From an optimization exercise on the open Yosys and OpenROAD flow, aimed at small area and a short achievable clock period; shortcuts taken in it are not production practice.
RTL that was checked went through simulation tests only; none was proved equivalent to the original.
Only the layout flow was run in run 1; the RTL was not checked for function there.

==> flow/design.v, too long to show whole: its modules and the start of the top module <==
// module grad_top: 3191 lines
module grad_top (
    input  wire logic        clk,
    input  wire logic        rst,
    input  wire logic        in_valid,
    input  wire logic        sof,
    input  wire logic [7:0]  pixel,
    output logic             out_valid,
    output logic [32:0]      grad
);
  // ...
==> flow/flow/run.sh <==
#!/bin/bash
# The standard layout, with the port buffers made from buf_4 cells instead of the
# resizer's default pick (a delay cell), so that the ports are not slowed down.
set -euo pipefail
export BUFFER_PORTS_ARGS="-buffer_cell sky130_fd_sc_hd__buf_4"
bash standard.sh > standard.log 2>&1
==> flow/standard.sh <==
#!/bin/bash
# synth_recipe.tcl (not shown) runs the flow's synth.tcl, then flattens the netlist and writes it again
# the make line also repeats each setting of config.mk as NAME=value (left out here)
make -C /OpenROAD-flow-scripts/flow DESIGN_CONFIG=/design/flow/config.mk WORK_HOME=/design/flow/orfs CLKGATE_MAP_FILE= SYNTH_SCRIPT=/design/flow/synth_recipe.tcl "${@:-finish}"
==> flow/config.mk <==
export PLATFORM = sky130hd
export DESIGN_NAME = grad_top
export DESIGN_NICKNAME = grad_top
export VERILOG_FILES = /design/flow/design.v
export SDC_FILE = /design/flow/constraint.sdc
export NUM_CORES = 4
export LEC_CHECK = 0
export CAP_MARGIN = 20
export CORE_MARGIN = 2
export CORE_UTILIZATION = 65
export CTS_CLUSTER_DIAMETER = 80
export CTS_CLUSTER_SIZE = 25
export SLEW_MARGIN = 20
==> flow/constraint.sdc <==
create_clock -name core_clock -period 26.0 [get_ports {clk}]
set_input_delay 5.2000 -clock core_clock [delete_from_list [all_inputs] [get_ports {clk}]]
set_output_delay 5.2000 -clock core_clock [all_outputs]
set_load 0.01 [all_outputs]
==> out/qor.yml, run 1 <==
slew_viol_final: 0
r2r_end: "p2_drem[7]"
worstSetupPathType: "reg2out"
start_util_pct: 65.7
worstPathArrival_ns: 1.02
crit_slowest_cell: "dfxtp_1"
buffers: 48
cp.buffers_inverters: 1
hold_viol_final: 0
multi_input_area_mm2: 0.0122
final_common_cell: "dfxtp_1"
synth_xor_area_share_pct: 3.85
synth_flop_cell: "dfxtp_1"
synth.cell_area_mm2: 0.0306
holdWs_ns: 0.326
largest_reg_flops: 264
drt-wirelength-per-cell_um: 14.6
grt_use_met1_pct: 24.8
design_area_mm2: 0.0329
largestClassByArea: "sequential cells"
hp-start: "p4_neg"
setup_viol: 0
fmax_mhz: 161
syn_area_per_cell_um2: 12.8
hold_depth: 0
post-cts-setup-buffer-count: 0
drtPass1Iterations: 4
grt_first_pass_wirelength_um: 78500
dr_wl_met3_um: 1260
cp.required_ns: 20.80
m1WireLength_um: 20500
synth_edf_count: 264
start_kind: "flip-flop"
status: "no timing/DRC/antenna violations"
==> run 2: changes to the inputs <==
--- a/flow/design.v
+++ b/flow/design.v
@@ -291,17 +291,187 @@
     assign sq_w98 = (sq_w71 & sq_w50) | (sq_w71 & sq_w70) | (sq_w50 & sq_w70);
     logic sq_w99;
     logic sq_w100;
     assign sq_w99 = sq_w73 ^ p1_ah[7] ^ sq_w72;
     assign sq_w100 = (sq_w73 & p1_ah[7]) | (sq_w73 & sq_w72) | (p1_ah[7] & sq_w72);
     logic [16:0] sq_r0, sq_r1, ssq;
     assign sq_r0 = {1'b0, sq_w74, sq_w99, sq_w97, sq_w95, sq_w93, sq_w91, sq_w89, sq_w87, sq_w85, sq_w83, sq_w81, sq_w79, sq_w77, sq_w75, 1'b0, p1_av[0]};
     assign sq_r1 = {1'b0, sq_w100, sq_w98, sq_w96, sq_w94, sq_w92, sq_w90, sq_w88, sq_w86, sq_w84, sq_w82, sq_w80, sq_w78, sq_w76, p1_ah[1], 1'b0, p1_ah[0]};
-    assign ssq = sq_r0 + sq_r1;
+    logic [16:0] sqa_ag, sqa_ap, sqa_s;
+    logic [17:0] sqa_ac;
+    assign sqa_ag[0] = sq_r0[0] & sq_r1[0];
+    assign sqa_ap[0] = sq_r0[0] ^ sq_r1[0];
+    assign sqa_ag[1] = sq_r0[1] & sq_r1[1];
+    assign sqa_ap[1] = sq_r0[1] ^ sq_r1[1];
+    assign sqa_ag[2] = sq_r0[2] & sq_r1[2];
+    assign sqa_ap[2] = sq_r0[2] ^ sq_r1[2];
+    assign sqa_ag[3] = sq_r0[3] & sq_r1[3];
+    assign sqa_ap[3] = sq_r0[3] ^ sq_r1[3];
+    assign sqa_ag[4] = sq_r0[4] & sq_r1[4];
+    assign sqa_ap[4] = sq_r0[4] ^ sq_r1[4];
+    assign sqa_ag[5] = sq_r0[5] & sq_r1[5];
+    assign sqa_ap[5] = sq_r0[5] ^ sq_r1[5];
+    assign sqa_ag[6] = sq_r0[6] & sq_r1[6];
+    assign sqa_ap[6] = sq_r0[6] ^ sq_r1[6];
+    assign sqa_ag[7] = sq_r0[7] & sq_r1[7];
+    assign sqa_ap[7] = sq_r0[7] ^ sq_r1[7];
+    assign sqa_ag[8] = sq_r0[8] & sq_r1[8];
+    assign sqa_ap[8] = sq_r0[8] ^ sq_r1[8];
+    assign sqa_ag[9] = sq_r0[9] & sq_r1[9];
+    assign sqa_ap[9] = sq_r0[9] ^ sq_r1[9];
+    assign sqa_ag[10] = sq_r0[10] & sq_r1[10];
+    assign sqa_ap[10] = sq_r0[10] ^ sq_r1[10];
+    assign sqa_ag[11] = sq_r0[11] & sq_r1[11];
+    assign sqa_ap[11] = sq_r0[11] ^ sq_r1[11];
+    assign sqa_ag[12] = sq_r0[12] & sq_r1[12];
+    assign sqa_ap[12] = sq_r0[12] ^ sq_r1[12];
+    assign sqa_ag[13] = sq_r0[13] & sq_r1[13];
+    assign sqa_ap[13] = sq_r0[13] ^ sq_r1[13];
+    assign sqa_ag[14] = sq_r0[14] & sq_r1[14];
+    assign sqa_ap[14] = sq_r0[14] ^ sq_r1[14];
+    assign sqa_ag[15] = sq_r0[15] & sq_r1[15];
+    assign sqa_ap[15] = sq_r0[15] ^ sq_r1[15];
+    assign sqa_ag[16] = sq_r0[16] & sq_r1[16];
+    assign sqa_ap[16] = sq_r0[16] ^ sq_r1[16];
+    logic sqa_AG1_0, sqa_AP1_0;
+    assign sqa_AG1_0 = sqa_ag[1] | (sqa_ap[1] & sqa_ag[0]);
+    assign sqa_AP1_0 = sqa_ap[1] & sqa_ap[0];
+    logic sqa_AG3_2, sqa_AP3_2;
+    assign sqa_AG3_2 = sqa_ag[3] | (sqa_ap[3] & sqa_ag[2]);
+    assign sqa_AP3_2 = sqa_ap[3] & sqa_ap[2];
+    logic sqa_AG5_4, sqa_AP5_4;
+    assign sqa_AG5_4 = sqa_ag[5] | (sqa_ap[5] & sqa_ag[4]);
+    assign sqa_AP5_4 = sqa_ap[5] & sqa_ap[4];
+    logic sqa_AG7_6, sqa_AP7_6;
+    assign sqa_AG7_6 = sqa_ag[7] | (sqa_ap[7] & sqa_ag[6]);
+    assign sqa_AP7_6 = sqa_ap[7] & sqa_ap[6];
+    logic sqa_AG9_8, sqa_AP9_8;
+    assign sqa_AG9_8 = sqa_ag[9] | (sqa_ap[9] & sqa_ag[8]);
+    assign sqa_AP9_8 = sqa_ap[9] & sqa_ap[8];
+    logic sqa_AG11_10, sqa_AP11_10;
+    assign sqa_AG11_10 = sqa_ag[11] | (sqa_ap[11] & sqa_ag[10]);
+    assign sqa_AP11_10 = sqa_ap[11] & sqa_ap[10];
+    logic sqa_AG13_12, sqa_AP13_12;
+    assign sqa_AG13_12 = sqa_ag[13] | (sqa_ap[13] & sqa_ag[12]);
+    assign sqa_AP13_12 = sqa_ap[13] & sqa_ap[12];
+    logic sqa_AG15_14, sqa_AP15_14;
+    assign sqa_AG15_14 = sqa_ag[15] | (sqa_ap[15] & sqa_ag[14]);
+    assign sqa_AP15_14 = sqa_ap[15] & sqa_ap[14];
+    logic sqa_AG2_0, sqa_AP2_0;
+    assign sqa_AG2_0 = sqa_ag[2] | (sqa_ap[2] & sqa_AG1_0);
+    assign sqa_AP2_0 = sqa_ap[2] & sqa_AP1_0;
+    logic sqa_AG3_0, sqa_AP3_0;
+    assign sqa_AG3_0 = sqa_AG3_2 | (sqa_AP3_2 & sqa_AG1_0);
+    assign sqa_AP3_0 = sqa_AP3_2 & sqa_AP1_0;
+    logic sqa_AG6_4, sqa_AP6_4;
+    assign sqa_AG6_4 = sqa_ag[6] | (sqa_ap[6] & sqa_AG5_4);
+    assign sqa_AP6_4 = sqa_ap[6] & sqa_AP5_4;
+    logic sqa_AG7_4, sqa_AP7_4;
+    assign sqa_AG7_4 = sqa_AG7_6 | (sqa_AP7_6 & sqa_AG5_4);
+    assign sqa_AP7_4 = sqa_AP7_6 & sqa_AP5_4;
+    logic sqa_AG10_8, sqa_AP10_8;
+    assign sqa_AG10_8 = sqa_ag[10] | (sqa_ap[10] & sqa_AG9_8);
+    assign sqa_AP10_8 = sqa_ap[10] & sqa_AP9_8;
+    logic sqa_AG11_8, sqa_AP11_8;
+    assign sqa_AG11_8 = sqa_AG11_10 | (sqa_AP11_10 & sqa_AG9_8);
+    assign sqa_AP11_8 = sqa_AP11_10 & sqa_AP9_8;
+    logic sqa_AG14_12, sqa_AP14_12;
+    assign sqa_AG14_12 = sqa_ag[14] | (sqa_ap[14] & sqa_AG13_12);
+    assign sqa_AP14_12 = sqa_ap[14] & sqa_AP13_12;
+    logic sqa_AG15_12, sqa_AP15_12;
+    assign sqa_AG15_12 = sqa_AG15_14 | (sqa_AP15_14 & sqa_AG13_12);
+    assign sqa_AP15_12 = sqa_AP15_14 & sqa_AP13_12;
+    logic sqa_AG4_0, sqa_AP4_0;
+    assign sqa_AG4_0 = sqa_ag[4] | (sqa_ap[4] & sqa_AG3_0);
+    assign sqa_AP4_0 = sqa_ap[4] & sqa_AP3_0;
+    logic sqa_AG5_0, sqa_AP5_0;
+    assign sqa_AG5_0 = sqa_AG5_4 | (sqa_AP5_4 & sqa_AG3_0);
+    assign sqa_AP5_0 = sqa_AP5_4 & sqa_AP3_0;
+    logic sqa_AG6_0, sqa_AP6_0;
+    assign sqa_AG6_0 = sqa_AG6_4 | (sqa_AP6_4 & sqa_AG3_0);
+    assign sqa_AP6_0 = sqa_AP6_4 & sqa_AP3_0;
+    logic sqa_AG7_0, sqa_AP7_0;
+    assign sqa_AG7_0 = sqa_AG7_4 | (sqa_AP7_4 & sqa_AG3_0);
+    assign sqa_AP7_0 = sqa_AP7_4 & sqa_AP3_0;
+    logic sqa_AG12_8, sqa_AP12_8;
+    assign sqa_AG12_8 = sqa_ag[12] | (sqa_ap[12] & sqa_AG11_8);
+    assign sqa_AP12_8 = sqa_ap[12] & sqa_AP11_8;
+    logic sqa_AG13_8, sqa_AP13_8;
+    assign sqa_AG13_8 = sqa_AG13_12 | (sqa_AP13_12 & sqa_AG11_8);
+    assign sqa_AP13_8 = sqa_AP13_12 & sqa_AP11_8;
+    logic sqa_AG14_8, sqa_AP14_8;
+    assign sqa_AG14_8 = sqa_AG14_12 | (sqa_AP14_12 & sqa_AG11_8);
+    assign sqa_AP14_8 = sqa_AP14_12 & sqa_AP11_8;
+    logic sqa_AG15_8, sqa_AP15_8;
+    assign sqa_AG15_8 = sqa_AG15_12 | (sqa_AP15_12 & sqa_AG11_8);
+    assign sqa_AP15_8 = sqa_AP15_12 & sqa_AP11_8;
+    logic sqa_AG8_0, sqa_AP8_0;
+    assign sqa_AG8_0 = sqa_ag[8] | (sqa_ap[8] & sqa_AG7_0);
+    assign sqa_AP8_0 = sqa_ap[8] & sqa_AP7_0;
+    logic sqa_AG9_0, sqa_AP9_0;
+    assign sqa_AG9_0 = sqa_AG9_8 | (sqa_AP9_8 & sqa_AG7_0);
+    assign sqa_AP9_0 = sqa_AP9_8 & sqa_AP7_0;
+    logic sqa_AG10_0, sqa_AP10_0;
+    assign sqa_AG10_0 = sqa_AG10_8 | (sqa_AP10_8 & sqa_AG7_0);
+    assign sqa_AP10_0 = sqa_AP10_8 & sqa_AP7_0;
+    logic sqa_AG11_0, sqa_AP11_0;
+    assign sqa_AG11_0 = sqa_AG11_8 | (sqa_AP11_8 & sqa_AG7_0);
+    assign sqa_AP11_0 = sqa_AP11_8 & sqa_AP7_0;
+    logic sqa_AG12_0, sqa_AP12_0;
+    assign sqa_AG12_0 = sqa_AG12_8 | (sqa_AP12_8 & sqa_AG7_0);
+    assign sqa_AP12_0 = sqa_AP12_8 & sqa_AP7_0;
+    logic sqa_AG13_0, sqa_AP13_0;
+    assign sqa_AG13_0 = sqa_AG13_8 | (sqa_AP13_8 & sqa_AG7_0);
+    assign sqa_AP13_0 = sqa_AP13_8 & sqa_AP7_0;
+    logic sqa_AG14_0, sqa_AP14_0;
+    assign sqa_AG14_0 = sqa_AG14_8 | (sqa_AP14_8 & sqa_AG7_0);
+    assign sqa_AP14_0 = sqa_AP14_8 & sqa_AP7_0;
+    logic sqa_AG15_0, sqa_AP15_0;
+    assign sqa_AG15_0 = sqa_AG15_8 | (sqa_AP15_8 & sqa_AG7_0);
+    assign sqa_AP15_0 = sqa_AP15_8 & sqa_AP7_0;
+    logic sqa_AG16_0, sqa_AP16_0;
+    assign sqa_AG16_0 = sqa_ag[16] | (sqa_ap[16] & sqa_AG15_0);
+    assign sqa_AP16_0 = sqa_ap[16] & sqa_AP15_0;
+    assign sqa_ac[0] = 1'b0;
+    assign sqa_ac[1] = sqa_ag[0];
+    assign sqa_s[0] = sqa_ap[0] ^ sqa_ac[0];
+    assign sqa_ac[2] = sqa_AG1_0;
+    assign sqa_s[1] = sqa_ap[1] ^ sqa_ac[1];
+    assign sqa_ac[3] = sqa_AG2_0;
+    assign sqa_s[2] = sqa_ap[2] ^ sqa_ac[2];
+    assign sqa_ac[4] = sqa_AG3_0;
+    assign sqa_s[3] = sqa_ap[3] ^ sqa_ac[3];
+    assign sqa_ac[5] = sqa_AG4_0;
+    assign sqa_s[4] = sqa_ap[4] ^ sqa_ac[4];
+    assign sqa_ac[6] = sqa_AG5_0;
+    assign sqa_s[5] = sqa_ap[5] ^ sqa_ac[5];
+    assign sqa_ac[7] = sqa_AG6_0;
+    assign sqa_s[6] = sqa_ap[6] ^ sqa_ac[6];
+    assign sqa_ac[8] = sqa_AG7_0;
+    assign sqa_s[7] = sqa_ap[7] ^ sqa_ac[7];
+    assign sqa_ac[9] = sqa_AG8_0;
+    assign sqa_s[8] = sqa_ap[8] ^ sqa_ac[8];
+    assign sqa_ac[10] = sqa_AG9_0;
+    assign sqa_s[9] = sqa_ap[9] ^ sqa_ac[9];
+    assign sqa_ac[11] = sqa_AG10_0;
+    assign sqa_s[10] = sqa_ap[10] ^ sqa_ac[10];
+    assign sqa_ac[12] = sqa_AG11_0;
+    assign sqa_s[11] = sqa_ap[11] ^ sqa_ac[11];
+    assign sqa_ac[13] = sqa_AG12_0;
+    assign sqa_s[12] = sqa_ap[12] ^ sqa_ac[12];
+    assign sqa_ac[14] = sqa_AG13_0;
+    assign sqa_s[13] = sqa_ap[13] ^ sqa_ac[13];
+    assign sqa_ac[15] = sqa_AG14_0;
+    assign sqa_s[14] = sqa_ap[14] ^ sqa_ac[14];
+    assign sqa_ac[16] = sqa_AG15_0;
+    assign sqa_s[15] = sqa_ap[15] ^ sqa_ac[15];
+    assign sqa_ac[17] = sqa_AG16_0;
+    assign sqa_s[16] = sqa_ap[16] ^ sqa_ac[16];
+    assign ssq = sqa_s;
     logic [8:0] dq1_t;
     assign dq1_t = {p1_drem, p1_num[1]};
     logic [8:0] dq1_a, dq1_b;
     assign dq1_a = dq1_t;
     assign dq1_b = {1'b0, (~p1_ndsr)};
     logic [8:0] dq1_g, dq1_p, dq1_d;
     logic [9:0] dq1_cy;
     logic dq1_ge;
@@ -666,25 +836,22 @@
     assign sq0_p[0] = !(sq0_a[0] ^ sq0_b[0]);
     assign sq0_g[1] = sq0_a[1] & !sq0_b[1];
     assign sq0_p[1] = !(sq0_a[1] ^ sq0_b[1]);
     assign sq0_g[2] = sq0_a[2] & !sq0_b[2];
     assign sq0_p[2] = !(sq0_a[2] ^ sq0_b[2]);
     logic sq0_G0_m, sq0_P0_m;
     assign sq0_G0_m = sq0_g[0] | (sq0_p[0] & 1'b1);
     assign sq0_P0_m = sq0_p[0] & 1'b0;
-    logic sq0_G2_1, sq0_P2_1;
-    assign sq0_G2_1 = sq0_g[2] | (sq0_p[2] & sq0_g[1]);
-    assign sq0_P2_1 = sq0_p[2] & sq0_p[1];
-    logic sq0_G2_m, sq0_P2_m;
-    assign sq0_G2_m = sq0_G2_1 | (sq0_P2_1 & sq0_G0_m);
-    assign sq0_P2_m = sq0_P2_1 & sq0_P0_m;
     logic sq0_G1_m, sq0_P1_m;
     assign sq0_G1_m = sq0_g[1] | (sq0_p[1] & sq0_G0_m);
     assign sq0_P1_m = sq0_p[1] & sq0_P0_m;
+    logic sq0_G2_m, sq0_P2_m;
+    assign sq0_G2_m = sq0_g[2] | (sq0_p[2] & sq0_G1_m);
+    assign sq0_P2_m = sq0_p[2] & sq0_P1_m;
     assign sq0_cy[0] = 1'b1;
     assign sq0_cy[1] = sq0_G0_m;
     assign sq0_cy[2] = sq0_G1_m;
     assign sq0_cy[3] = sq0_G2_m;
     assign sq0_d[0] = sq0_p[0] ^ sq0_cy[0];
     assign sq0_d[1] = sq0_p[1] ^ sq0_cy[1];
     assign sq0_d[2] = sq0_p[2] ^ sq0_cy[2];
     assign sq0_ge = sq0_cy[3];
@@ -707,25 +874,22 @@
     assign sq1_p[1] = !(sq1_a[1] ^ sq1_b[1]);
     assign sq1_g[2] = sq1_a[2] & !sq1_b[2];
     assign sq1_p[2] = !(sq1_a[2] ^ sq1_b[2]);
     assign sq1_g[3] = sq1_a[3] & !sq1_b[3];
     assign sq1_p[3] = !(sq1_a[3] ^ sq1_b[3]);
     logic sq1_G0_m, sq1_P0_m;
     assign sq1_G0_m = sq1_g[0] | (sq1_p[0] & 1'b1);
     assign sq1_P0_m = sq1_p[0] & 1'b0;
-    logic sq1_G2_1, sq1_P2_1;
-    assign sq1_G2_1 = sq1_g[2] | (sq1_p[2] & sq1_g[1]);
-    assign sq1_P2_1 = sq1_p[2] & sq1_p[1];
-    logic sq1_G2_m, sq1_P2_m;
-    assign sq1_G2_m = sq1_G2_1 | (sq1_P2_1 & sq1_G0_m);
-    assign sq1_P2_m = sq1_P2_1 & sq1_P0_m;
     logic sq1_G1_m, sq1_P1_m;
     assign sq1_G1_m = sq1_g[1] | (sq1_p[1] & sq1_G0_m);
     assign sq1_P1_m = sq1_p[1] & sq1_P0_m;
+    logic sq1_G2_m, sq1_P2_m;
+    assign sq1_G2_m = sq1_g[2] | (sq1_p[2] & sq1_G1_m);
+    assign sq1_P2_m = sq1_p[2] & sq1_P1_m;
     logic sq1_G3_m, sq1_P3_m;
     assign sq1_G3_m = sq1_g[3] | (sq1_p[3] & sq1_G2_m);
     assign sq1_P3_m = sq1_p[3] & sq1_P2_m;
     assign sq1_cy[0] = 1'b1;
     assign sq1_cy[1] = sq1_G0_m;
     assign sq1_cy[2] = sq1_G1_m;
     assign sq1_cy[3] = sq1_G2_m;
     assign sq1_cy[4] = sq1_G3_m;
@@ -943,34 +1107,28 @@
     assign sq2_p[2] = !(sq2_a[2] ^ sq2_b[2]);
     assign sq2_g[3] = sq2_a[3] & !sq2_b[3];
     assign sq2_p[3] = !(sq2_a[3] ^ sq2_b[3]);
     assign sq2_g[4] = sq2_a[4] & !sq2_b[4];
     assign sq2_p[4] = !(sq2_a[4] ^ sq2_b[4]);
     logic sq2_G0_m, sq2_P0_m;
     assign sq2_G0_m = sq2_g[0] | (sq2_p[0] & 1'b1);
     assign sq2_P0_m = sq2_p[0] & 1'b0;
-    logic sq2_G2_1, sq2_P2_1;
-    assign sq2_G2_1 = sq2_g[2] | (sq2_p[2] & sq2_g[1]);
-    assign sq2_P2_1 = sq2_p[2] & sq2_p[1];
-    logic sq2_G4_3, sq2_P4_3;
-    assign sq2_G4_3 = sq2_g[4] | (sq2_p[4] & sq2_g[3]);
-    assign sq2_P4_3 = sq2_p[4] & sq2_p[3];
-    logic sq2_G2_m, sq2_P2_m;
-    assign sq2_G2_m = sq2_G2_1 | (sq2_P2_1 & sq2_G0_m);
-    assign sq2_P2_m = sq2_P2_1 & sq2_P0_m;
-    logic sq2_G4_m, sq2_P4_m;
-    assign sq2_G4_m = sq2_G4_3 | (sq2_P4_3 & sq2_G2_m);
-    assign sq2_P4_m = sq2_P4_3 & sq2_P2_m;
     logic sq2_G1_m, sq2_P1_m;
     assign sq2_G1_m = sq2_g[1] | (sq2_p[1] & sq2_G0_m);
     assign sq2_P1_m = sq2_p[1] & sq2_P0_m;
+    logic sq2_G2_m, sq2_P2_m;
+    assign sq2_G2_m = sq2_g[2] | (sq2_p[2] & sq2_G1_m);
+    assign sq2_P2_m = sq2_p[2] & sq2_P1_m;
     logic sq2_G3_m, sq2_P3_m;
     assign sq2_G3_m = sq2_g[3] | (sq2_p[3] & sq2_G2_m);
     assign sq2_P3_m = sq2_p[3] & sq2_P2_m;
+    logic sq2_G4_m, sq2_P4_m;
+    assign sq2_G4_m = sq2_g[4] | (sq2_p[4] & sq2_G3_m);
+    assign sq2_P4_m = sq2_p[4] & sq2_P3_m;
     assign sq2_cy[0] = 1'b1;
     assign sq2_cy[1] = sq2_G0_m;
     assign sq2_cy[2] = sq2_G1_m;
     assign sq2_cy[3] = sq2_G2_m;
     assign sq2_cy[4] = sq2_G3_m;
     assign sq2_cy[5] = sq2_G4_m;
     assign sq2_d[0] = sq2_p[0] ^ sq2_cy[0];
     assign sq2_d[1] = sq2_p[1] ^ sq2_cy[1];
@@ -1001,34 +1159,28 @@
     assign sq3_p[3] = !(sq3_a[3] ^ sq3_b[3]);
     assign sq3_g[4] = sq3_a[4] & !sq3_b[4];
     assign sq3_p[4] = !(sq3_a[4] ^ sq3_b[4]);
     assign sq3_g[5] = sq3_a[5] & !sq3_b[5];
     assign sq3_p[5] = !(sq3_a[5] ^ sq3_b[5]);
     logic sq3_G0_m, sq3_P0_m;
     assign sq3_G0_m = sq3_g[0] | (sq3_p[0] & 1'b1);
     assign sq3_P0_m = sq3_p[0] & 1'b0;
-    logic sq3_G2_1, sq3_P2_1;
-    assign sq3_G2_1 = sq3_g[2] | (sq3_p[2] & sq3_g[1]);
-    assign sq3_P2_1 = sq3_p[2] & sq3_p[1];
-    logic sq3_G4_3, sq3_P4_3;
-    assign sq3_G4_3 = sq3_g[4] | (sq3_p[4] & sq3_g[3]);
-    assign sq3_P4_3 = sq3_p[4] & sq3_p[3];
-    logic sq3_G2_m, sq3_P2_m;
-    assign sq3_G2_m = sq3_G2_1 | (sq3_P2_1 & sq3_G0_m);
-    assign sq3_P2_m = sq3_P2_1 & sq3_P0_m;
-    logic sq3_G4_m, sq3_P4_m;
-    assign sq3_G4_m = sq3_G4_3 | (sq3_P4_3 & sq3_G2_m);
-    assign sq3_P4_m = sq3_P4_3 & sq3_P2_m;
     logic sq3_G1_m, sq3_P1_m;
     assign sq3_G1_m = sq3_g[1] | (sq3_p[1] & sq3_G0_m);
     assign sq3_P1_m = sq3_p[1] & sq3_P0_m;
+    logic sq3_G2_m, sq3_P2_m;
+    assign sq3_G2_m = sq3_g[2] | (sq3_p[2] & sq3_G1_m);
+    assign sq3_P2_m = sq3_p[2] & sq3_P1_m;
     logic sq3_G3_m, sq3_P3_m;
     assign sq3_G3_m = sq3_g[3] | (sq3_p[3] & sq3_G2_m);
     assign sq3_P3_m = sq3_p[3] & sq3_P2_m;
+    logic sq3_G4_m, sq3_P4_m;
+    assign sq3_G4_m = sq3_g[4] | (sq3_p[4] & sq3_G3_m);
+    assign sq3_P4_m = sq3_p[4] & sq3_P3_m;
     logic sq3_G5_m, sq3_P5_m;
     assign sq3_G5_m = sq3_g[5] | (sq3_p[5] & sq3_G4_m);
     assign sq3_P5_m = sq3_p[5] & sq3_P4_m;
     assign sq3_cy[0] = 1'b1;
     assign sq3_cy[1] = sq3_G0_m;
     assign sq3_cy[2] = sq3_G1_m;
     assign sq3_cy[3] = sq3_G2_m;
     assign sq3_cy[4] = sq3_G3_m;
@@ -1254,46 +1406,34 @@
     assign sq4_p[4] = !(sq4_a[4] ^ sq4_b[4]);
     assign sq4_g[5] = sq4_a[5] & !sq4_b[5];
     assign sq4_p[5] = !(sq4_a[5] ^ sq4_b[5]);
     assign sq4_g[6] = sq4_a[6] & !sq4_b[6];
     assign sq4_p[6] = !(sq4_a[6] ^ sq4_b[6]);
     logic sq4_G0_m, sq4_P0_m;
     assign sq4_G0_m = sq4_g[0] | (sq4_p[0] & 1'b1);
     assign sq4_P0_m = sq4_p[0] & 1'b0;
-    logic sq4_G2_1, sq4_P2_1;
-    assign sq4_G2_1 = sq4_g[2] | (sq4_p[2] & sq4_g[1]);
-    assign sq4_P2_1 = sq4_p[2] & sq4_p[1];
-    logic sq4_G4_3, sq4_P4_3;
-    assign sq4_G4_3 = sq4_g[4] | (sq4_p[4] & sq4_g[3]);
-    assign sq4_P4_3 = sq4_p[4] & sq4_p[3];
-    logic sq4_G6_5, sq4_P6_5;
-    assign sq4_G6_5 = sq4_g[6] | (sq4_p[6] & sq4_g[5]);
-    assign sq4_P6_5 = sq4_p[6] & sq4_p[5];
-    logic sq4_G2_m, sq4_P2_m;
-    assign sq4_G2_m = sq4_G2_1 | (sq4_P2_1 & sq4_G0_m);
-    assign sq4_P2_m = sq4_P2_1 & sq4_P0_m;
-    logic sq4_G6_3, sq4_P6_3;
-    assign sq4_G6_3 = sq4_G6_5 | (sq4_P6_5 & sq4_G4_3);
-    assign sq4_P6_3 = sq4_P6_5 & sq4_P4_3;
-    logic sq4_G6_m, sq4_P6_m;
-    assign sq4_G6_m = sq4_G6_3 | (sq4_P6_3 & sq4_G2_m);
-    assign sq4_P6_m = sq4_P6_3 & sq4_P2_m;
-    logic sq4_G4_m, sq4_P4_m;
-    assign sq4_G4_m = sq4_G4_3 | (sq4_P4_3 & sq4_G2_m);
-    assign sq4_P4_m = sq4_P4_3 & sq4_P2_m;
     logic sq4_G1_m, sq4_P1_m;
     assign sq4_G1_m = sq4_g[1] | (sq4_p[1] & sq4_G0_m);
     assign sq4_P1_m = sq4_p[1] & sq4_P0_m;
+    logic sq4_G2_m, sq4_P2_m;
+    assign sq4_G2_m = sq4_g[2] | (sq4_p[2] & sq4_G1_m);
+    assign sq4_P2_m = sq4_p[2] & sq4_P1_m;
     logic sq4_G3_m, sq4_P3_m;
     assign sq4_G3_m = sq4_g[3] | (sq4_p[3] & sq4_G2_m);
     assign sq4_P3_m = sq4_p[3] & sq4_P2_m;
+    logic sq4_G4_m, sq4_P4_m;
+    assign sq4_G4_m = sq4_g[4] | (sq4_p[4] & sq4_G3_m);
+    assign sq4_P4_m = sq4_p[4] & sq4_P3_m;
     logic sq4_G5_m, sq4_P5_m;
     assign sq4_G5_m = sq4_g[5] | (sq4_p[5] & sq4_G4_m);
     assign sq4_P5_m = sq4_p[5] & sq4_P4_m;
+    logic sq4_G6_m, sq4_P6_m;
+    assign sq4_G6_m = sq4_g[6] | (sq4_p[6] & sq4_G5_m);
+    assign sq4_P6_m = sq4_p[6] & sq4_P5_m;
     assign sq4_cy[0] = 1'b1;
     assign sq4_cy[1] = sq4_G0_m;
     assign sq4_cy[2] = sq4_G1_m;
     assign sq4_cy[3] = sq4_G2_m;
     assign sq4_cy[4] = sq4_G3_m;
     assign sq4_cy[5] = sq4_G4_m;
     assign sq4_cy[6] = sq4_G5_m;
     assign sq4_cy[7] = sq4_G6_m;
==> flow/config.mk (replaced) <==
export PLATFORM = sky130hd
export DESIGN_NAME = grad_top
export DESIGN_NICKNAME = grad_top
export VERILOG_FILES = /design/flow/design.v
export SDC_FILE = /design/flow/constraint.sdc
export NUM_CORES = 4
export LEC_CHECK = 0
export CAP_MARGIN = 20
export CORE_MARGIN = 2
export CORE_UTILIZATION = 65
export CTS_CLUSTER_DIAMETER = 70
export CTS_CLUSTER_SIZE = 30
export SLEW_MARGIN = 20
==> out/qor.yml, run 2 <==
crit_family: "flip-flops"
synth-simple-area-share_pct: 6.58
fin_crit_sh_pct: 24.0
ys_warn_count: 2
synth_xor_area_share_pct: 3.83  # -0.028 points
holdWs_ns: 0.322  # -0.00426 ns
place.gp.congestion: 0.803
netlist_instances: 2365
regMostFlops: "sr"
core_area_mm2: 0.0464
rsz0062_at_grt: "no"
synth_top_cell_by_area: "dfxtp_1"
max-slew-margin-rel_pct: 32.5
path_cells: "buf_4"
ctsResizeCount: 0
cts_htree_levels: 2
drv_cap: 0
yosysSeqAreaShare_pct: 56.6
ys_top_cells_by_count: "dfxtp_1, inv_1, edfxtp_1"
io_pins: 46
die_x_um: 220
crit_path_start: "grad[17]"
synth_top_area_share_pct: 30.6
grt_first_pass_wirelength_um: 75500  # -3.8%
path_clk_slew_ns: 0.10
syn_nets: 2720
synth_flop_cell: "dfxtp_1"
synth.cell_area_mm2: 0.0304  # -0.54%
worstPathArrival_ns: 1.04  # +0.02 ns
r2r_start: "p1_av[1]"
dpl.cell_count: 2992
worst_pin_slew_ns: 1.01
fin_util_pct: 70.8
cts_root_buffer: "clkbuf_16"
drt-vias-per-instance: 5.29
post-cts-setup-buffer-count: 0  # unchanged
ys_types: 74
numCtsBuffers: 38
clock_skew_ns: 0.0241
hold_viol_final: 0  # unchanged
fp.dieH_um: 220
drt-wirelength-per-cell_um: 14.5  # -0.37%
synthMuxAreaShare_pct: 4.00
status: "no timing/DRC/antenna violations"
synth-seq-cells: 729
cp.required_ns: 20.80  # about the same
grtUsageTotal_pct: 19.1
numClockSinks: 729
slew_viol_final: 0  # unchanged
async_flop_share_pct: 0
synth_top_family_by_area: "adder cells"
worstSetupPathType: "reg2out"
synth_compound_area_share_pct: 7.57
crit_slowest_cell: "dfxtp_1"
syn_area_per_cell_um2: 12.9  # +0.60%
layout_common_cells: "dfxtp_1, inv_1, edfxtp_1, ha_1, fa_1"
final_cells: 3060
setup_viol: 0  # unchanged
rows: 79
cp_max_fo: 1
hpwlAfterDp_um: 32300
start_util_pct: 65.7  # -0.076 points
synth_most_common_cell: "dfxtp_1"
finalSetupTns_ns: 0
cpPeakStageDelay_ns: 0.32
area_growth_pct: 7.87
grt_pass1_vias: 16300
reg_top3: "sr (264), grad (33)"
port_buffers: 45
hold_buffers: 0
min_path_type: "reg2reg"
n_antenna_cell: 0
antenna_found_initial: 0
fin_crit_ns: 6.24
cp.buffers_inverters: 1  # unchanged
fp.dieArea_mm2: 0.0486
grt.overflow.total: 0
clockBufferDepth: 3
largest_reg_flops: 264  # unchanged
wl_um: 44400
synth.top_cells.by_area: "dfxtp_1, edfxtp_1, fa_1"
drtPass1Iterations: 5  # +1
grt_max_degree: 188
fmax_mhz: 160  # -0.28%
end_kind: "output pin"
synth_fa_ha_area_share_pct: 17.5
cts_tree: "built"
insertion_delay_ns: 0.58
final_layout_size_suffix_gt1_share_pct: 7.79
synth_edf_count: 264  # unchanged
vias: 16200
hp-start: "p2_srad[5]"
ant_nets: 0
fin_nets: 2780
final_common_cell: "dfxtp_1"
drcViolationCount: 0
start_kind: "flip-flop"
drt_iter0_drc: 681
[run 2: final timing paths]
check | endpoint | slack (ns) | cells after the start
setup / recovery | grad[17] | 19.76 | 1
hold / removal | p3_srad[5] | 0.32 | 0
setup reg to reg | p2_drem[7] | 20.44 | 18
hold reg to reg | p3_srad[5] | 0.32 | 0
[run 2: layer usage]
metal	part of all wire [%]	wire (µm)	GRT usage, %
met2	49	21700	33.3
met4	2.5	1090	6.13
met3	2.7	1180	2.35
met1	46	20400	24.9
met5	0	0	0
[run 2: final cells by class]
class | count | area (µm²)
multi-input combinational | 1328 | 12100
clock buffer | 48 | 1060
timing repair buffer | 48 | 373
inverter | 280 | 1050
clock inverter | 20 | 302
tap | 607 | 759
sequential | 729 | 17200
fill | 3215 | 13500
[run 2: stage by stage]
step / worst slack [ns] / instance area [µm²]
6_report: 19.76 / 32800
5_1_grt: 19.71 / 32800
4_1_cts: 19.72 / 32800
3_5_place_dp: 20.35 / 31500
3_3_place_gp: 20.37 / 31500
2_1_floorplan: 18.68 / 30400
[run 2: cell families (layout without fill, tap and decap cells)]
group,Yosys count,after routing
xor+xnor,133,133
fa+ha+maj,343,343
buf+inv,308,396
flops,729,729
compound gates,348,348
other cells,1,1
mux,114,114
simple gates,389,389
==> run 3: changes to the inputs <==
--- a/flow/config.mk
+++ b/flow/config.mk
@@ -10,4 +10,4 @@
 export CORE_UTILIZATION = 65
-export CTS_CLUSTER_DIAMETER = 70
-export CTS_CLUSTER_SIZE = 30
+export CTS_CLUSTER_DIAMETER = 60
+export CTS_CLUSTER_SIZE = 35
 export SLEW_MARGIN = 20
==> out/qor.yml, run 3 <==
path_cells: "buf_4"
synth_flop_cell: "dfxtp_1"
async_flop_share_pct: 0  # unchanged
clock_skew_ns: 0.0234  # -0.000643 ns
min_path_type: "reg2reg"
end_kind: "output pin"
crit_slowest_cell: "dfxtp_1"
start_util_pct: 65.7  # unchanged
fmax_mhz: 160  # -0.18%
drt_iter0_drc: 699  # +2.6%
drcViolationCount: 0  # unchanged
syn_nets: 2720  # unchanged
start_kind: "flip-flop"
synth_most_common_cell: "dfxtp_1"
n_antenna_cell: 0  # unchanged
vias: 16300  # +0.77%
rows: 79  # unchanged
clockBufferDepth: 3  # unchanged
ys_warn_count: 2  # unchanged
wl_um: 44900  # +0.96%
setup_viol: 0  # unchanged
area_growth_pct: 8.75
fp.dieH_um: 220  # unchanged
die_x_um: 220  # unchanged
worstSetupPathType: "reg2out"
grt_max_degree: 188  # unchanged
finalSetupTns_ns: 0  # unchanged
layout_setup_ws_ns: 19.75  # -0.0110 ns
slew_viol_final: 0  # unchanged
hpwlAfterDp_um: 32300  # unchanged
cp.required_ns: 20.80  # about the same
reg_top3: "sr (264), grad (33)"
ys_types: 74  # unchanged
numCtsBuffers: 42  # +11%
drv_cap: 0  # unchanged
hold_viol_final: 0  # unchanged
crit_family: "flip-flops"
regMostFlops: "sr"
cts_tree: "built"
grt_pass1_vias: 16400  # +0.72%
path_clk_slew_ns: 0.10  # about the same
worstPathArrival_ns: 1.05  # about the same
fin_util_pct: 71.4  # +0.57 points
rsz0062_at_grt: "no"
cpPeakStageDelay_ns: 0.32  # about the same
fin_nets: 2785  # +0.18%
status: "no timing/DRC/antenna violations"
drt-wirelength-per-cell_um: 14.6  # +0.63%
core_area_mm2: 0.0464  # unchanged
port_buffers: 45  # unchanged
drt-vias-per-instance: 5.31  # +0.44%
cp.buffers_inverters: 1  # unchanged
synth_edf_count: 264  # unchanged
largest_reg_flops: 264  # unchanged
netlist_instances: 2365  # unchanged
antenna_found_initial: 0  # unchanged
drtPass1Iterations: 5  # unchanged
final_layout_size_suffix_gt1_share_pct: 8.32  # +0.54 points
yosysSeqAreaShare_pct: 56.6  # unchanged
cts_htree_levels: 2  # unchanged
dp_slack_ns: 20.35  # unchanged
grt.overflow.total: 0  # unchanged
insertion_delay_ns: 0.60  # +0.02 ns
ant_nets: 0  # unchanged
synth_top_area_share_pct: 30.6  # unchanged
cp_max_fo: 1  # unchanged
fp.dieArea_mm2: 0.0486  # unchanged
post-cts-setup-buffer-count: 0  # unchanged
numClockSinks: 729  # unchanged
layout_common_cells: "dfxtp_1, inv_1, edfxtp_1, ha_1, fa_1"
grt_first_pass_wirelength_um: 76500  # +1.3%
max-slew-margin-rel_pct: 32.9  # +0.34 points
ys_top_cells_by_count: "dfxtp_1, inv_1, edfxtp_1"
synth_top_cell_by_area: "dfxtp_1"
final_common_cell: "dfxtp_1"
worst_pin_slew_ns: 1.01  # -0.00504 ns
cts_root_buffer: "clkbuf_16"
io_pins: 46  # unchanged
synth-seq-cells: 729  # unchanged
syn_area_per_cell_um2: 12.9  # unchanged
fin_crit_ns: 6.25  # +0.0110 ns
place.gp.congestion: 0.803  # unchanged
synth.cell_area_mm2: 0.0304  # unchanged
fin_crit_sh_pct: 24.0  # +0.042 points
grtUsageTotal_pct: 19.4  # +0.29 points
hold_buffers: 0  # unchanged
ctsResizeCount: 0  # unchanged
synth.top_cells.by_area: "dfxtp_1, edfxtp_1, fa_1"
[run 3: cell counts after synthesis]
No cell type changed its count.
[run 3: path summary, 6_finish.rpt]
kind	depth (start not counted)	startpoint	end	slack, ns
worst max-delay path	1	grad[17]	grad[17]	19.75
worst max register to register	18	p1_av[1]	p2_drem[7]	20.44
worst min-delay path	0	p2_srad[5]	p3_srad[5]	0.31
worst min register to register	0	p2_srad[5]	p3_srad[5]	0.31
[run 3: metal layers]
metal | part of all wire (%) | up-vias | wire [µm] | GRT usage, %
met4 | 2.3 | 0 | 1050 | 6.06
met2 | 49 | 172 | 22100 | 33.6
met3 | 2.9 | 81 | 1300 | 2.78
li1 | - | 8176 | - | -
met1 | 46 | 7875 | 20400 | 25.3
met5 | 0 | - | 0 | 0
[run 3: cell families after synthesis]
kind of cell,count (synthesis),synth area share (%)
flip-flops,729,56.6
AND/OR/NAND/NOR,389,6.58
XOR/XNOR,133,3.83
adder cells (fa/ha/maj),343,17.5
AO/OA/AOI/OAI,348,7.57
multiplexers,114,4.00
buffers and inverters,308,3.84
other,1,0.0123
[run 3: stage by stage]
step	cell area, µm²	hold slack [ns]	cells
floorplan	30400	0.310	2365
global placement	31500	0.310	2992
detailed placement	31500	0.312	2992
CTS	33100	0.314	3069
global route	33100	0.318	3070
finish	33100	0.315	3070
[run 3: area by class of cell]
| class | instances | area [µm²] |
|---|---|---|
| Clock buffer | 44 | 1090 |
| Timing Repair Buffer | 49 | 380 |
| Sequential cell | 729 | 17200 |
| Tap cell | 607 | 759 |
| Clock inverter | 33 | 532 |
| Fill cell | 3189 | 13300 |
| Multi-Input combinational cell | 1328 | 12100 |
| Inverter | 280 | 1050 |
==> run 4: changes to the inputs <==
--- a/flow/config.mk
+++ b/flow/config.mk
@@ -10,4 +10,4 @@
 export CORE_UTILIZATION = 65
-export CTS_CLUSTER_DIAMETER = 60
-export CTS_CLUSTER_SIZE = 35
+export CTS_CLUSTER_DIAMETER = 80
+export CTS_CLUSTER_SIZE = 25
 export SLEW_MARGIN = 20
==> out/qor.yml, run 4 <==
grtUsageTotal_pct: 19.1  # -0.26 points
cp.required_ns: 20.80  # about the same
syn_area_per_cell_um2: 12.9  # unchanged
grt_use_met1_pct: 25.0  # -0.22 points
ctsResizeCount: 0  # unchanged
cts_tree: "built"
holdPathEnd: "p7_dquo[9]"
synth_top_area_share_pct: 30.6  # unchanged
crit_slowest_cell: "dfxtp_1"
synth.top_cells.by_area: "dfxtp_1, edfxtp_1, fa_1"
grt.overflow.total: 0  # unchanged
end_kind: "output pin"
ff2ff_setup_slack_ns: 20.46  # +0.02 ns
grt_max_degree: 188  # unchanged
fin_crit_sh_pct: 23.9  # -0.11 points
drt-vias-per-instance: 5.30  # -0.24%
worst_pin_slew_ns: 1.01  # +0.00395 ns
grt_pass1_vias: 16300  # -0.83%
fmax_mhz: 161  # +0.45%
drcViolationCount: 0  # unchanged
fin_crit_ns: 6.22  # -0.0278 ns
synth_most_common_cell: "dfxtp_1"
worstPathArrival_ns: 1.02  # -0.03 ns
r2r_start: "p3_ndsr[1]"
multi_input_area_mm2: 0.0121  # unchanged
reg_top3: "sr (264), grad (33)"
port_buffers: 45  # unchanged
finalSetupTns_ns: 0  # unchanged
place.gp.congestion: 0.803  # unchanged
fill_cells: 3241  # +1.6%
core_area_mm2: 0.0464  # unchanged
worstSetupPathType: "reg2out"
dpl.cell_count: 2992  # unchanged
drv_cap: 0  # unchanged
area_growth_pct: 7.12
cts_htree_levels: 2  # unchanged
yosysSeqAreaShare_pct: 56.6  # unchanged
hp-start: "p6_dquo[7]"
crit_family: "flip-flops"
place_area_mm2: 0.0315  # unchanged
drt-wirelength-per-cell_um: 14.6  # -0.38%
cpPeakStageDelay_ns: 0.31  # about the same
netlist_instances: 2365  # unchanged
clockBufferDepth: 3  # unchanged
fin_util_pct: 70.3  # -1.1 points
numCtsBuffers: 37  # -12%
synth_edf_count: 264  # unchanged
drt_iter0_drc: 700  # +0.14%
layout_common_cells: "dfxtp_1, inv_1, edfxtp_1, ha_1, fa_1"
synth.cell_area_mm2: 0.0304  # unchanged
max-slew-margin-rel_pct: 32.6  # -0.26 points
hold_buffers: 0  # unchanged
cp_max_fo: 1  # unchanged
rows: 79  # unchanged
fp.dieH_um: 220  # unchanged
final_cells: 3055  # -0.49%
rsz0062_at_grt: "no"
io_pins: 46  # unchanged
grt_first_pass_wirelength_um: 75600  # -1.2%
hold_viol_final: 0  # unchanged
path_clk_slew_ns: 0.09  # about the same
syn_nets: 2720  # unchanged
min_path_type: "reg2reg"
cts_root_buffer: "clkbuf_16"
antenna_found_initial: 0  # unchanged
final_layout_size_suffix_gt1_share_pct: 7.31  # -1.0 points
ys_top_cells_by_count: "dfxtp_1, inv_1, edfxtp_1"
async_flop_share_pct: 0  # unchanged
grt_util_met2_pct: 33.2  # -0.37 points
fp.dieArea_mm2: 0.0486  # unchanged
clock_skew_ns: 0.0265  # +0.00307 ns
die_x_um: 220  # unchanged
ys_types: 74  # unchanged
insertion_delay_ns: 0.58  # -0.02 ns
fin_nets: 2779  # -0.22%
largest_reg_flops: 264  # unchanged
synth-seq-cells: 729  # unchanged
ys_warn_count: 2  # unchanged
numClockSinks: 729  # unchanged
register_area_mm2: 0.0172  # unchanged
synth_flop_cell: "dfxtp_1"
ant_nets: 0  # unchanged
drtPass1Iterations: 6  # +1
final_common_cell: "dfxtp_1"
start_util_pct: 65.7  # unchanged
hold_depth: 0  # unchanged
path_cells: "buf_4"
synth_top_cell_by_area: "dfxtp_1"
reg2regPathDepth: 19  # +1
status: "no timing/DRC/antenna violations"
met3_usage_pct: 2.98  # +0.21 points
vias: 16200  # -0.72%
slew_viol_final: 0  # unchanged
post-cts-setup-buffer-count: 0  # unchanged
cp.buffers_inverters: 1  # unchanged
r2r_end: "p4_drem[1]"
design_area_mm2: 0.0326  # -1.5%
busiest_layer: "met2"
wl_um: 44500  # -0.86%
regMostFlops: "sr"
setup_viol: 0  # unchanged
n_antenna_cell: 0  # unchanged
start_kind: "flip-flop"
hpwlAfterDp_um: 32300  # unchanged
run 4: cell type report:
class	count	share of cell area, %
clock buffers	50	3.02
clock inverters	13	0.457
inverters	280	3.22
multi-input cells	1328	37.0
flip-flops and latches	729	52.9
well taps	607	2.33
repair buffers	48	1.14
run 4: metal layers:
layer,share of wire [%],vias up
li1,-,8138
met1,46,7802
met2,49,175
met3,3.0,71
met4,2.1,0
met5,0,-
run 4: cells by family after synthesis:
| group | count (synthesis) | synth area share, % |
|---|---|---|
| xor gates and xnor gates | 133 | 3.83 |
| buffers and inverters | 308 | 3.84 |
| DFF | 729 | 56.6 |
| AOI/OAI and AO/OA | 348 | 7.57 |
| adders and majority gates | 343 | 17.5 |
| and+or+nand+nor | 389 | 6.58 |
| other | 1 | 0.0123 |
| muxes | 114 | 4.00 |
run 4: worst max path at each step:
| stage | slack (ns) | start | end | depth (start not counted) |
|---|---|---|---|---|
| floorplan | 18.68 | in_v | row[0] | 5 |
| global placement | 20.37 | rst | vld[0] | 3 |
| detailed placement | 20.35 | rst | vld[0] | 3 |
| CTS | 19.73 | grad[17] | grad[17] | 1 |
| global route | 19.73 | grad[32] | grad[32] | 1 |
| finish | 19.78 | vld[9] | out_valid | 1 |
run 4: per-stage QoR:
step                      hold slack (ns)  setup slack [ns]
after floorplan                     0.310             18.68
after global placement              0.310             20.37
after detailed placement            0.312             20.35
after CTS                           0.322             19.73
after global routing                0.333             19.73
final                               0.326             19.78
==> run 5: changes to the inputs <==
--- a/flow/config.mk
+++ b/flow/config.mk
@@ -9,3 +9,3 @@
 export CORE_MARGIN = 2
-export CORE_UTILIZATION = 65
+export CORE_UTILIZATION = 55
 export CTS_CLUSTER_DIAMETER = 80
==> out/qor.yml, run 5 <==
end_kind: "output pin"
cp.buffers_inverters: 1  # unchanged
fin_crit_ns: 6.22  # -0.000400 ns
start_kind: "flip-flop"
grt_first_pass_wirelength_um: 78300  # +3.6%
largest_reg_flops: 264  # unchanged
hold_viol_final: 0  # unchanged
grt_max_degree: 201  # +6.9%
final_layout_size_suffix_gt1_share_pct: 7.43  # +0.12 points
grt_use_met1_pct: 21.9  # -3.1 points
hpwlAfterDp_um: 32800  # +1.6%
syn_nets: 2720  # unchanged
max-slew-margin-rel_pct: 27.0  # -5.6 points
start_util_pct: 55.5  # -10 points
regMostFlops: "sr"
ys_types: 74  # unchanged
crit_slowest_cell: "dfxtp_1"
drtPass1Iterations: 4  # -2
slew_viol_final: 0  # unchanged
synth-seq-cells: 729  # unchanged
layout_common_cells: "dfxtp_1, inv_1, edfxtp_1, ha_1, fa_1"
drt-wirelength-per-cell_um: 14.3  # -1.6%
drv_cap: 0  # unchanged
fill_cells: 4420  # +36%
drt-vias-per-instance: 5.12  # -3.4%
multi_input_area_mm2: 0.0120  # about the same
antenna_found_initial: 1  # +1
numCtsBuffers: 37  # unchanged
grt_pass1_vias: 16600  # +1.6%
fp.dieArea_mm2: 0.0572  # +18%
path_clk_slew_ns: 0.09  # about the same
netlist_instances: 2365  # unchanged
busiest_layer: "met2"
ys_top_cells_by_count: "dfxtp_1, inv_1, edfxtp_1"
insertion_delay_ns: 0.59  # about the same
core_area_mm2: 0.0549  # +18%
drcViolationCount: 0  # unchanged
min_path_type: "reg2reg"
post-cts-setup-buffer-count: 0  # unchanged
n_antenna_cell: 0  # unchanged
reg_top3: "sr (264), grad (33)"
worstSetupPathType: "reg2out"
register_area_mm2: 0.0172  # unchanged
ctsResizeCount: 0  # unchanged
clockBufferDepth: 3  # unchanged
worst_pin_slew_ns: 1.09  # +0.0836 ns
synth_most_common_cell: "dfxtp_1"
synth_top_cell_by_area: "dfxtp_1"
finalSetupTns_ns: 0  # unchanged
cp.required_ns: 20.80  # about the same
grtUsageTotal_pct: 16.6  # -2.5 points
ys_warn_count: 2  # unchanged
setup_viol: 0  # unchanged
met3_usage_pct: 1.95  # -1.0 points
clock_skew_ns: 0.0219  # -0.00461 ns
numClockSinks: 729  # unchanged
area_growth_pct: 7.67
synth_edf_count: 264  # unchanged
cts_root_buffer: "clkbuf_16"
port_buffers: 45  # unchanged
hold_buffers: 0  # unchanged
synth_flop_cell: "dfxtp_1"
yosysSeqAreaShare_pct: 56.6  # unchanged
grt_util_met2_pct: 28.9  # -4.3 points
synth.cell_area_mm2: 0.0304  # unchanged
fin_crit_sh_pct: 23.9  # about the same
syn_area_per_cell_um2: 12.9  # unchanged
io_pins: 46  # unchanged
ant_nets: 0  # unchanged
synth_top_area_share_pct: 30.6  # unchanged
grt.overflow.total: 0  # unchanged
fin_nets: 2783  # +0.14%
cts_htree_levels: 2  # unchanged
holdWs_ns: 0.328  # +0.00133 ns
cts_tree: "built"
cp_max_fo: 1  # unchanged
drt_iter0_drc: 748  # +6.9%
fp.dieH_um: 239  # +8.6%
vias: 16100  # -0.30%
status: "no timing/DRC/antenna violations"
die_x_um: 239  # +8.6%
rsz0062_at_grt: "no"
rows: 86  # +8.9%
fmax_mhz: 161  # about the same
wl_um: 45200  # +1.5%
worstPathArrival_ns: 1.02  # about the same
async_flop_share_pct: 0  # unchanged
synth.top_cells.by_area: "dfxtp_1, edfxtp_1, fa_1"
path_cells: "buf_4"
crit_family: "flip-flops"
cpPeakStageDelay_ns: 0.31  # about the same
place.gp.congestion: 0.803  # about the same
final_common_cell: "dfxtp_1"
-- run 5: final timing paths --
| kind | start | endpoint | slack (ns) | cells after the start |
|---|---|---|---|---|
| setup / recovery | grad[20] | grad[20] | 19.78 | 1 |
| hold / removal | p8_dquo[5] | p9_dquo[7] | 0.33 | 0 |
| setup reg to reg | p1_av[1] | p2_drem[7] | 20.41 | 19 |
| hold reg to reg | p8_dquo[5] | p9_dquo[7] | 0.33 | 0 |
-- run 5: stage by stage --
stage / utilization, % / setup slack [ns] / cell area (µm²) / std cells
2_1_floorplan: - / 18.68 / 30400 / 2365
3_3_place_gp: 57.6 / 20.37 / 31600 / 3093
3_5_place_dp: 57.6 / 20.35 / 31600 / 3093
4_1_cts: 59.7 / 19.74 / 32800 / 3154
5_1_grt: 59.7 / 19.73 / 32800 / 3154
6_report: 59.7 / 19.78 / 32800 / 3154
-- run 5: layer usage --
metal	wire, µm	vias to the layer above
met5	0	-
met4	1120	0
met3	989	72
met2	21900	141
met1	21100	7771
li1	-	8154
-- run 5: kinds of logic after synthesis --
family / after synthesis / share of synthesized area, %
other: 1 / 0.0123
multiplexers: 114 / 4.00
buffers and inverters: 308 / 3.84
flip-flops: 729 / 56.6
adder cells (fa/ha/maj): 343 / 17.5
AO/OA/AOI/OAI: 348 / 7.57
AND/OR/NAND/NOR: 389 / 6.58
XOR/XNOR: 133 / 3.83
-- run 5: layout make-up --
cell class	count	area share, %
clock buffer	49	3.15
clock inverter	12	0.386
inverter	280	3.21
multi-input combinational	1328	36.7
sequential	729	52.6
tap	704	2.69
timing repair buffer	52	1.23
==> run 6: changes to the inputs <==
--- a/flow/config.mk
+++ b/flow/config.mk
@@ -9,3 +9,3 @@
 export CORE_MARGIN = 2
-export CORE_UTILIZATION = 55
+export CORE_UTILIZATION = 85
 export CTS_CLUSTER_DIAMETER = 80
==> out/qor.yml, run 6 <==
status: "no timing/DRC/antenna violations"
largest_reg_flops: 264  # unchanged
ys_top_cells_by_count: "dfxtp_1, inv_1, edfxtp_1"
netlist_instances: 2365  # unchanged
insertion_delay_ns: 0.57  # -0.02 ns
fin_util_pct: 91.3  # +32 points
grtUsageTotal_pct: 35.1  # +18 points
clockBufferDepth: 3  # unchanged
syn_nets: 2720  # unchanged
io_pins: 46  # unchanged
m1WireLength_um: 22500  # +6.4%
fin_crit_sh_pct: 24.1  # +0.22 points
drv_cap: 0  # unchanged
rsz0062_at_grt: "no"
wl_met2_um: 33300  # +52%
min_path_type: "reg2reg"
layout_common_cells: "dfxtp_1, inv_1, edfxtp_1, ha_1, fa_1"
synth_top_cell_by_area: "dfxtp_1"
core_area_mm2: 0.0354  # -35%
hpwlAfterDp_um: 40600  # +24%
drt_iter0_drc: 1997  # +170%
path_clk_slew_ns: 0.11  # +0.02 ns
place.gp.congestion: 0.845  # +5.2%
synth_top_area_share_pct: 30.6  # unchanged
ys_warn_count: 2  # unchanged
cp_max_fo: 9  # +8
cts_root_buffer: "clkbuf_16"
rows: 69  # -20%
ctsResizeCount: 0  # unchanged
yosysSeqAreaShare_pct: 56.6  # unchanged
numCtsBuffers: 35  # -5.4%
fp.dieH_um: 193  # -19%
holdWs_ns: 0.322  # -0.00528 ns
synth_edf_count: 264  # unchanged
grt.overflow.total: 0  # unchanged
grt_pass1_vias: 19800  # +19%
grt_max_degree: 94  # -53%
drt-vias-per-instance: 6.34  # +24%
fmax_mhz: 159  # -0.91%
regMostFlops: "sr"
drtPass1Iterations: 6  # +2
reg2regPathDepth: 19  # unchanged
multi_input_area_mm2: 0.0121  # +0.11%
max-slew-margin-rel_pct: 29.3  # +2.3 points
end_kind: "flip-flop"
finalSetupTns_ns: 0  # unchanged
final_layout_size_suffix_gt1_share_pct: 7.09  # -0.34 points
worstSetupPathType: "reg2reg"
post-cts-setup-buffer-count: 0  # unchanged
cp.required_ns: 26.47  # +5.67 ns
fp.dieArea_mm2: 0.0373  # -35%
cts_tree: "built"
cts_htree_levels: 2  # unchanged
synth_flop_cell: "dfxtp_1"
synth-seq-cells: 729  # unchanged
die_x_um: 193  # -19%
drcViolationCount: 0  # unchanged
hold_depth: 0  # unchanged
worst_pin_slew_ns: 1.06  # -0.0347 ns
setup_viol: 0  # unchanged
grt_first_pass_wirelength_um: 103000  # +32%
synth.cell_area_mm2: 0.0304  # unchanged
drt-wirelength-per-cell_um: 22.2  # +55%
worstPathArrival_ns: 6.75  # +5.73 ns
reg_top3: "sr (264), grad (33)"
numClockSinks: 729  # unchanged
n_antenna_cell: 0  # unchanged
dr_wl_met3_um: 4900  # +400%
clock_skew_ns: 0.0265  # +0.00464 ns
top_layer_used: "met5"
vias: 18400  # +14%
area_growth_pct: 6.15
syn_area_per_cell_um2: 12.9  # unchanged
antenna_found_initial: 2  # +1
ant_nets: 0  # unchanged
synth_most_common_cell: "dfxtp_1"
hold_buffers: 0  # unchanged
final_common_cell: "dfxtp_1"
slew_viol_final: 0  # unchanged
hold_viol_final: 0  # unchanged
fill_cells: 1212  # -73%
ys_types: 74  # unchanged
fin_crit_ns: 6.28  # +0.0571 ns
register_area_mm2: 0.0172  # unchanged
fin_nets: 2780  # -0.11%
port_buffers: 45  # unchanged
synth.top_cells.by_area: "dfxtp_1, edfxtp_1, fa_1"
start_kind: "flip-flop"
async_flop_share_pct: 0  # unchanged
wl_um: 64500  # +43%
start_util_pct: 86.0  # +31 points
## run 6: cell counts after synthesis
No cell type changed its count.
## run 6: worst paths after layout
check,slack [ns],from,to
worst max-delay path,19.72,p1_av[1],p2_drem[7]
worst min-delay path,0.32,p3_srad[7],p4_srad[7]
worst max register to register,19.72,p1_av[1],p2_drem[7]
worst min register to register,0.32,p3_srad[7],p4_srad[7]
## run 6: worst max-delay path, stage by stage (launching register included)
cell,delay [ns]
dfxtp_1,0.41
inv_1,0.22
ha_1,0.25
nor2b_1,0.07
o21a_1,0.18
o21a_1,0.22
o211a_1,0.29
o21ai_0,0.41
nand2_1,0.43
mux2_2,0.42
fa_1,0.42
fa_1,0.39
fa_1,0.42
fa_1,0.40
fa_1,0.43
fa_1,0.38
inv_1,0.09
fa_1,0.20
a31oi_2,0.14
mux2_2,0.39
## run 6: area by class of cell
type,count,share of cell area (%)
Multi-Input combinational cell,1328,37.3
Clock inverter,3,0.0774
Tap cell,461,1.78
Timing Repair Buffer,51,1.19
Clock buffer,49,3.04
Inverter,280,3.25
Sequential cell,729,53.4
## run 6: kinds of logic (layout without fill, tap and decap cells)
logic type | Yosys count | count (layout) | share of synthesized area [%]
adders and majority gates | 343 | 343 | 17.5
other | 1 | 1 | 0.0123
buffers and inverters | 308 | 383 | 3.84
DFF | 729 | 729 | 56.6
AOI/OAI and AO/OA | 348 | 348 | 7.57
xor gates and xnor gates | 133 | 133 | 3.83
and+or+nand+nor | 389 | 389 | 6.58
muxes | 114 | 114 | 4.00
## run 6: metrics by stage
stage	cell area, µm²	cells	worst slack [ns]
after floorplan	30400	2365	18.68
after global placement	31300	2848	20.37
after detailed placement	31300	2848	20.14
after CTS	32300	2900	19.75
after global routing	32300	2901	19.64
final	32300	2901	19.72
## run 6: metal layers
metal	GRT usage, %	vias to the layer above
met5	0	-
met2	63.2	1061
met3	6.17	313
li1	-	8123
met1	40.2	8884
met4	18.3	2
==> run 7: changes to the inputs <==
--- a/flow/config.mk
+++ b/flow/config.mk
@@ -9,3 +9,3 @@
 export CORE_MARGIN = 2
-export CORE_UTILIZATION = 85
+export CORE_UTILIZATION = 75
 export CTS_CLUSTER_DIAMETER = 80
==> out/qor.yml, run 7 <==
regMostFlops: "sr"
drcViolationCount: 0  # unchanged
largest_reg_flops: 264  # unchanged
wl_met2_um: 25200  # -24%
ant_nets: 0  # unchanged
fmax_mhz: 161  # +1.1%
final_layout_size_suffix_gt1_share_pct: 7.04  # -0.047 points
path_cells: "buf_4"
slew_viol_final: 0  # unchanged
worstSetupPathType: "reg2out"
async_flop_share_pct: 0  # unchanged
yosysSeqAreaShare_pct: 56.6  # unchanged
ys_types: 74  # unchanged
hpwlAfterDp_um: 34500  # -15%
die_x_um: 205  # +6.3%
layout_common_cells: "dfxtp_1, inv_1, edfxtp_1, ha_1, fa_1"
m1WireLength_um: 20700  # -8.1%
grt.overflow.total: 0  # unchanged
grt_max_degree: 207  # +120%
synth_edf_count: 264  # unchanged
fp.dieArea_mm2: 0.0422  # +13%
rows: 73  # +5.8%
drt-vias-per-instance: 5.64  # -11%
synth_top_area_share_pct: 30.6  # unchanged
clockBufferDepth: 3  # unchanged
cp.required_ns: 20.80  # -5.67 ns
syn_area_per_cell_um2: 12.9  # unchanged
n_antenna_cell: 0  # unchanged
ctsResizeCount: 0  # unchanged
status: "no timing/DRC/antenna violations"
core_area_mm2: 0.0399  # +13%
worstPathArrival_ns: 1.01  # -5.74 ns
ys_warn_count: 2  # unchanged
io_pins: 46  # unchanged
synth_most_common_cell: "dfxtp_1"
area_growth_pct: 6.49
top_layer_used: "met4"
end_kind: "output pin"
syn_nets: 2720  # unchanged
clock_skew_ns: 0.0225  # -0.00400 ns
numCtsBuffers: 35  # unchanged
netlist_instances: 2365  # unchanged
reg_top3: "sr (264), grad (33)"
grt_first_pass_wirelength_um: 81800  # -21%
drt_iter0_drc: 762  # -62%
hold_viol_final: 0  # unchanged
final_common_cell: "dfxtp_1"
crit_slowest_cell: "dfxtp_1"
vias: 16700  # -9.0%
cp_max_fo: 1  # -8
fin_crit_sh_pct: 23.9  # -0.25 points
fin_util_pct: 81.2  # -10 points
synth_top_cell_by_area: "dfxtp_1"
cp.buffers_inverters: 1  # -1
start_kind: "flip-flop"
dr_wl_met3_um: 1540  # -69%
post-cts-setup-buffer-count: 0  # unchanged
fp.dieH_um: 205  # +6.3%
final_cells: 2967  # +2.3%
ys_top_cells_by_count: "dfxtp_1, inv_1, edfxtp_1"
hold_buffers: 0  # unchanged
worst_pin_slew_ns: 1.06  # +0.00508 ns
grtUsageTotal_pct: 24.3  # -11 points
run 7: cell counts after synthesis:
No cell type changed its count.
run 7: worst register-to-register path: stages (launching register included):
cell and delay, ns:
dfxtp_1 0.37, inv_1 0.16, ha_1 0.21, nor2b_1 0.06, o21a_1 0.19, o21a_1 0.20
o211a_1 0.24, o21ai_0 0.25, nand2_1 0.30, mux2_2 0.39, fa_1 0.42, fa_1 0.39
fa_1 0.40, fa_1 0.40, fa_1 0.40, fa_1 0.37, inv_1 0.09, fa_1 0.41
mux2_2 0.26
run 7: path summary, 6_finish.rpt:
path / start / to / slack [ns] / cells past startpoint
min reg2reg: p2_neg / p3_neg / 0.33 / 0
max reg2reg: p1_av[1] / p2_drem[7] / 20.38 / 18
max: vld[9] / out_valid / 19.79 / 1
min: p2_neg / p3_neg / 0.33 / 0
run 7: area by class of cell:
| type | instances | area, µm² |
|---|---|---|
| inverters | 280 | 1050 |
| clock buffers | 51 | 967 |
| repair buffers | 48 | 373 |
| multi-input cells | 1328 | 12100 |
| well taps | 525 | 657 |
| fillers | 2199 | 7490 |
| clock inverters | 6 | 75.1 |
| flip-flops and latches | 729 | 17200 |
run 7: stage by stage:
| stage | hold slack, ns | setup slack [ns] | instance area, µm² |
|---|---|---|---|
| floorplan | 0.310 | 18.68 | 30400 |
| global placement | 0.310 | 20.38 | 31400 |
| detailed placement | 0.312 | 20.29 | 31400 |
| CTS | 0.330 | 19.76 | 32400 |
| global route | 0.336 | 19.75 | 32400 |
| finish | 0.329 | 19.79 | 32400 |
run 7: kinds of logic (layout without fill, tap and decap cells):
group	Yosys count	in the layout	synth area share, %
flip-flops	729	729	56.6
AND/OR/NAND/NOR	389	389	6.58
AO/OA/AOI/OAI	348	348	7.57
adder cells (fa/ha/maj)	343	343	17.5
buffers and inverters	308	385	3.84
XOR/XNOR	133	133	3.83
multiplexers	114	114	4.00
other	1	1	0.0123
run 7: metal layers:
layer	global-route usage [%]	up-vias
li1	-	8141
met1	30.1	8179
met2	43.8	312
met3	2.88	99
met4	8.76	0
met5	0	-

[what the ideal ports hide]
The results above use ideal ports. As a check the final layouts listed here were re-extracted and re-timed, cells and wires unchanged. Step 1 assumes that a clkbuf_16 drives the clock port and a buf_2 every other input. Step 2 also shifts input and output timing later by t, the mid clock arrival at the registers, as if the neighbouring blocks saw the same clock. a / b / c = ideal ports / drivers / drivers and shift; a / b = the first two.
| run | t, ns | slack for setup (ns) | hold slack, ns | worst setup path after step 2 | slew at the worst register clock pin (ns) |
|---|---|---|---|---|---|
| run 1 | 0.628 | 19.780 / 19.723 / 20.328 | 0.326 / 0.326 / 0.326 | register to register | 0.09 / 0.09 |
| run 2 | 0.627 | 19.763 / 19.708 / 20.332 | 0.322 / 0.322 / 0.322 | input to register | 0.10 / 0.10 |
| run 3 | 0.645 | 19.752 / 19.696 / 20.322 | 0.315 / 0.315 / 0.315 | input to register | 0.10 / 0.10 |
| run 4 | 0.623 | 19.779 / 19.725 / 20.329 | 0.326 / 0.326 / 0.326 | input to register | 0.10 / 0.10 |
| run 5 | 0.640 | 19.780 / 19.718 / 20.329 | 0.328 / 0.328 / 0.328 | input to register | 0.10 / 0.10 |
| run 6 | 0.612 | 19.723 / 19.723 / 19.723 | 0.322 / 0.322 / 0.322 | register to register | 0.11 / 0.11 |
| run 7 | 0.625 | 19.788 / 19.730 / 20.296 | 0.329 / 0.329 / 0.329 | input to register | 0.10 / 0.10 |
After both steps setup and hold are still met in every run listed.
